What follows belongs to an exercise in optimizing a design on an open flow for small area and few clock cycles per item; a production flow would make more cautious choices. Function was checked by simulation only, so behaviour that the tests miss may differ from the original.

// yuv420_crop_rotate_mirror_address
module yuv420_crop_rotate_mirror_address (
  input  logic                                 clk,
  input  logic                                 rst_n,
  input  logic                                 cfg_psel,
  input  logic                                 cfg_penable,
  input  logic                                 cfg_pwrite,
  input  logic [yuvcrm_pkg::CFG_ADDR_W-1:0]    cfg_paddr,
  input  logic [yuvcrm_pkg::CFG_DATA_W-1:0]    cfg_pwdata,
  output logic [yuvcrm_pkg::CFG_DATA_W-1:0]    cfg_prdata,
  output logic                                 cfg_pready,
  input  logic                                 in_tvalid,
  output logic                                 in_tready,
  input  logic [31:0]                          in_tdata,   
  input  logic [yuvcrm_pkg::PLANE_W-1:0]       in_tuser,   
  output logic                                 out_tvalid,
  input  logic                                 out_tready,
  output logic [31:0]                          out_tdata,  
  output logic [yuvcrm_pkg::PLANE_W-1:0]       out_tuser   
);
  localparam int DIM_W    = yuvcrm_pkg::DIM_W;
  localparam int POS_W    = yuvcrm_pkg::POS_W;
  localparam int SAMPLE_W = yuvcrm_pkg::SAMPLE_W;
  localparam int ADDR_W   = yuvcrm_pkg::ADDR_W;
  logic [1:0]       mode_r;
  logic [DIM_W-1:0] in_w_r, in_h_r, crop_w_r, crop_h_r;
  logic             cfg_wr;
  assign cfg_pready = 1'b1;
  assign cfg_wr     = cfg_psel && cfg_penable && cfg_pwrite;
  logic [4:0]       wen;
  logic [1:0]       wd_m;
  logic [DIM_W-1:0] wd_w, wd_h, wd_cw, wd_ch;
  always_comb begin
    for (int k = 0; k < 5; k++) wen[k] = !rst_n || (cfg_wr && cfg_paddr[4:2] == 3'(k));
    wd_m  = rst_n ? cfg_pwdata[1:0] : 2'd0;
  ...
For scale: about 1400 cells after synthesis, roughly 160 flip-flops, ~150 I/O pins, ~13000 um2 of cells after synthesis.
clock: 6.0 ns
lec_check: 0
abc_area: 1
cap_margin: 20
core_margin: 2
core_utilization: 40
cts_buf_list: sky130_fd_sc_hd__clkbuf_8
place_density: 0.75
slew_margin: 20
standard.sh (not shown) runs the stock make flow with config.mk's settings and CLKGATE_MAP_FILE= SYNTH_SCRIPT=/design/flow/synth_recipe.tcl, a recipe that flattens the netlist after the stock synthesis.
==> flow/flow/run.sh <==
#!/bin/bash
# The standard layout (the standard.sh: ORFS synthesis through finish), with three
# changes: synthesis skips the quick ABC pass inside Yosys's synth command (registers are
# untouched by it; the full-adder extraction then sees the adders as written), the
# buffers that placement puts on every input and output port are the platform's smallest
# plain buffer instead of the cell buffer_ports picks by itself, and clock tree synthesis
# adds no dummy loads to balance the tree.
set -euo pipefail
export SYNTH_ARGS="-noabc"
export BUFFER_PORTS_ARGS="-buffer_cell sky130_fd_sc_hd__buf_1"
export CTS_ARGS="-sink_clustering_enable -repair_clock_nets -buf_list sky130_fd_sc_hd__clkbuf_8 -dont_use_dummy_load"
bash standard.sh > standard.log 2>&1
Testbench counts at the start, summed over its fixed seeds: cycles 58,814, items 58,788.
==> next run, changes <==
Settings changed: PLACE_DENSITY 0.75 to default.
What happened: Cell area barely changes. Final cell count drops by 0.31%.

* * *

Setup of garnet:
yuv420_crop_rotate_mirror_address, a different RTL version from the one above (not shown whole).
Size in the first run: ~1,500 cells after synthesis, ~150 I/O pins.
Settings: LEC_CHECK=0, ABC_AREA=1, CAP_MARGIN=20, CORE_MARGIN=2, CORE_UTILIZATION=40, CTS_BUF_LIST=sky130_fd_sc_hd__clkbuf_8, SLEW_MARGIN=20; clock period 6.0 ns.
==> flow/flow/run.sh <==
#!/bin/bash
# The standard layout (the standard.sh: ORFS synthesis through finish), with two
# changes: the buffers that placement puts on every input and output port are the
# platform's smallest plain buffer instead of the cell buffer_ports picks by itself, and
# clock tree synthesis adds no dummy loads to balance the tree.
set -euo pipefail
export BUFFER_PORTS_ARGS="-buffer_cell sky130_fd_sc_hd__buf_1"
export CTS_ARGS="-sink_clustering_enable -repair_clock_nets -buf_list sky130_fd_sc_hd__clkbuf_8 -dont_use_dummy_load"
bash standard.sh > standard.log 2>&1
Testbench counts of garnet, summed over its fixed seeds: cycles 58,814, items 58,788.
For quartz, these inputs were changed with respect to garnet:
-- flow/flow/run.sh --
<<< garnet, line 6
set -euo pipefail
export BUFFER_PORTS_ARGS="-buffer_cell sky130_fd_sc_hd__buf_1"
export CTS_ARGS="-sink_clustering_enable -repair_clock_nets -buf_list sky130_fd_sc_hd__clkbuf_8 -dont_use_dummy_load"
bash standard.sh > standard.log 2>&1
>>> quartz, line 6
set -euo pipefail
export BUFFER_PORTS_ARGS="-buffer_cell sky130_fd_sc_hd__buf_1"
export CTS_ARGS="-sink_clustering_enable -repair_clock_nets -buf_list sky130_fd_sc_hd__clkbuf_8 -dont_use_dummy_load -sink_clustering_size 24 -sink_clustering_max_diameter 60"
bash standard.sh > standard.log 2>&1
[summary]
quartz vs. garnet: post-route worst hold slack barely changed; worst setup slack barely changed; total die area barely changed.
Floorplan die height came out exactly the same in quartz and garnet.
quartz | status: complete | timing, DRC, antenna: pass
As far as cell count along the critical path goes, garnet and quartz are indistinguishable; the numbers are identical.
From garnet to quartz the numbers moved as follows: unique cell type count in the Yosys netlist comparable, required time at the endpoint of the critical path now sits at about the same level.
[compare] base=garnet new=quartz: final design instance area without fill barely changed, horizontal die dimension saw little to no change.

* * *

Another version of the RTL of yuv420_crop_rotate_mirror_address (not shown whole).
For scale: ~1300 cells after synthesis, about 150 I/O pins, ~14000 sq um of cells after synthesis.
Design yuv420_crop_rotate_mirror_address, start of the top module:
module yuv420_crop_rotate_mirror_address (
  input  logic                                 clk,
  input  logic                                 rst_n,
  input  logic                                 cfg_psel,
  input  logic                                 cfg_penable,
  input  logic                                 cfg_pwrite,
  input  logic [yuvcrm_pkg::CFG_ADDR_W-1:0]    cfg_paddr,
  input  logic [yuvcrm_pkg::CFG_DATA_W-1:0]    cfg_pwdata,
  output logic [yuvcrm_pkg::CFG_DATA_W-1:0]    cfg_prdata,
  output logic                                 cfg_pready,
  input  logic                                 in_tvalid,
  output logic                                 in_tready,
  input  logic [31:0]                          in_tdata,   
  input  logic [yuvcrm_pkg::PLANE_W-1:0]       in_tuser,   
  output logic                                 out_tvalid,
  input  logic                                 out_tready,
  output logic [31:0]                          out_tdata,  
  output logic [yuvcrm_pkg::PLANE_W-1:0]       out_tuser   
);
==> flow/config.mk <==
export PLATFORM = sky130hd
export DESIGN_NAME = yuv420_crop_rotate_mirror_address
export DESIGN_NICKNAME = yuv420_crop_rotate_mirror_address
export VERILOG_FILES = /design/flow/design.v
export SDC_FILE = /design/flow/constraint.sdc
export NUM_CORES = 4
export LEC_CHECK = 0
export CAP_MARGIN = 20
export CORE_MARGIN = 2
export CORE_UTILIZATION = 40
export CTS_BUF_LIST = sky130_fd_sc_hd__clkbuf_8
export SLEW_MARGIN = 20
==> flow/constraint.sdc <==
create_clock -name core_clock -period 6.0 [get_ports {clk}]
set_input_delay 1.2000 -clock core_clock [delete_from_list [all_inputs] [get_ports {clk}]]
set_output_delay 1.2000 -clock core_clock [all_outputs]
set_load 0.01 [all_outputs]
==> flow/flow/run.sh <==
#!/bin/bash
# The standard layout (the standard.sh: ORFS synthesis through finish), with one
# change: the buffers that placement puts on every input and output port are the
# platform's smallest plain buffer instead of the cell buffer_ports picks by itself.
set -euo pipefail
export BUFFER_PORTS_ARGS="-buffer_cell sky130_fd_sc_hd__buf_1"
bash standard.sh > standard.log 2>&1
Testbench counts at the start, summed over its fixed seeds: cycles 58,814, items 58,788.
==> next run, changes <==
--- a/flow/config.mk
+++ b/flow/config.mk
@@ -11,2 +11,3 @@
 export CTS_BUF_LIST = sky130_fd_sc_hd__clkbuf_8
+export GPL_TIMING_DRIVEN = 0
 export SLEW_MARGIN = 20
What happened:
- worst setup slack loses 0.028 ns
- wire length increases by 16%
- register-to-register slack gets worse by 0.03 ns
- cell area increases by 2.1%
==> next run, changes <==
--- a/flow/config.mk
+++ b/flow/config.mk
@@ -9,5 +9,4 @@
 export CORE_MARGIN = 2
-export CORE_UTILIZATION = 40
+export CORE_UTILIZATION = 55
 export CTS_BUF_LIST = sky130_fd_sc_hd__clkbuf_8
-export GPL_TIMING_DRIVEN = 0
 export SLEW_MARGIN = 20
Register-to-register slack is worse by 0.03 ns.
Worst setup slack gets worse by 0.028 ns.
Maximum frequency drops by 0.48%.
==> next run, changes <==
==> flow/run.sh (new file) <==
#!/bin/bash
# synth_recipe.tcl (not shown) runs the flow's synth.tcl, then flattens the netlist and writes it again
# the make line also repeats each setting of config.mk as NAME=value (left out here)
make -C /OpenROAD-flow-scripts/flow DESIGN_CONFIG=/design/flow/config.mk WORK_HOME=/design/flow/orfs CLKGATE_MAP_FILE= SYNTH_SCRIPT=/design/flow/synth_recipe.tcl finish
--- a/flow/config.mk
+++ b/flow/config.mk
@@ -9,3 +9,3 @@
 export CORE_MARGIN = 2
-export CORE_UTILIZATION = 55
+export CORE_UTILIZATION = 40
 export CTS_BUF_LIST = sky130_fd_sc_hd__clkbuf_8
removed: flow/flow/run.sh
removed: flow/standard.sh
Result:
- first-iteration DRC count increases by 21%
- clock skew increases by 0.0067 ns
- critical path depth increases by 1
- global-route usage decreases by 7.6 points
- setup slack gains 0.042 ns
- utilization decreases by 14 points

[port drivers added, routing unchanged]
How much do the figures lean on ideal ports? The routed layouts below were timed once more, with nothing changed but the port constraints.
Step 1 sets driving cells, clkbuf_16 on the clock port and buf_2 on the other inputs (assumed; they add their load-dependent delay and slew).
Step 2, shift: input delay + t, output delay - t, t = (earliest + latest rising clock arrival at the registers) / 2. This alone moves slack from input paths to output paths.
a / b / c = ideal / step 1 / step 2; a / b = the first two.
run | t (ns) | setup WS [ns] | pins driven straight from the clock port
the first run of note 1 | 0.503 | 0.301 / 0.301 / 0.301 | 1
the second run of note 1 | 0.495 | 0.359 / 0.359 / 0.359 | 1
garnet | 0.516 | 0.487 / 0.487 / 0.441 | 1
quartz | 0.516 | 0.487 / 0.487 / 0.441 | 1
the first run of note 3 | 0.540 | 0.278 / 0.278 / 0.278 | 1
the second run of note 3 | 0.541 | 0.250 / 0.250 / -0.213 | 1
the third run of note 3 | 0.506 | 0.222 / 0.222 / 0.196 | 1
the fourth run of note 3 | 0.548 | 0.264 / 0.264 / -0.010 | 1
Met with ideal ports but missed after step 2: setup timing in the second run of note 3 and the fourth run of note 3. The setup slack of the second run of note 3, which loses most, moves by 0.000 ns with the drivers and by -0.463 ns with both steps.
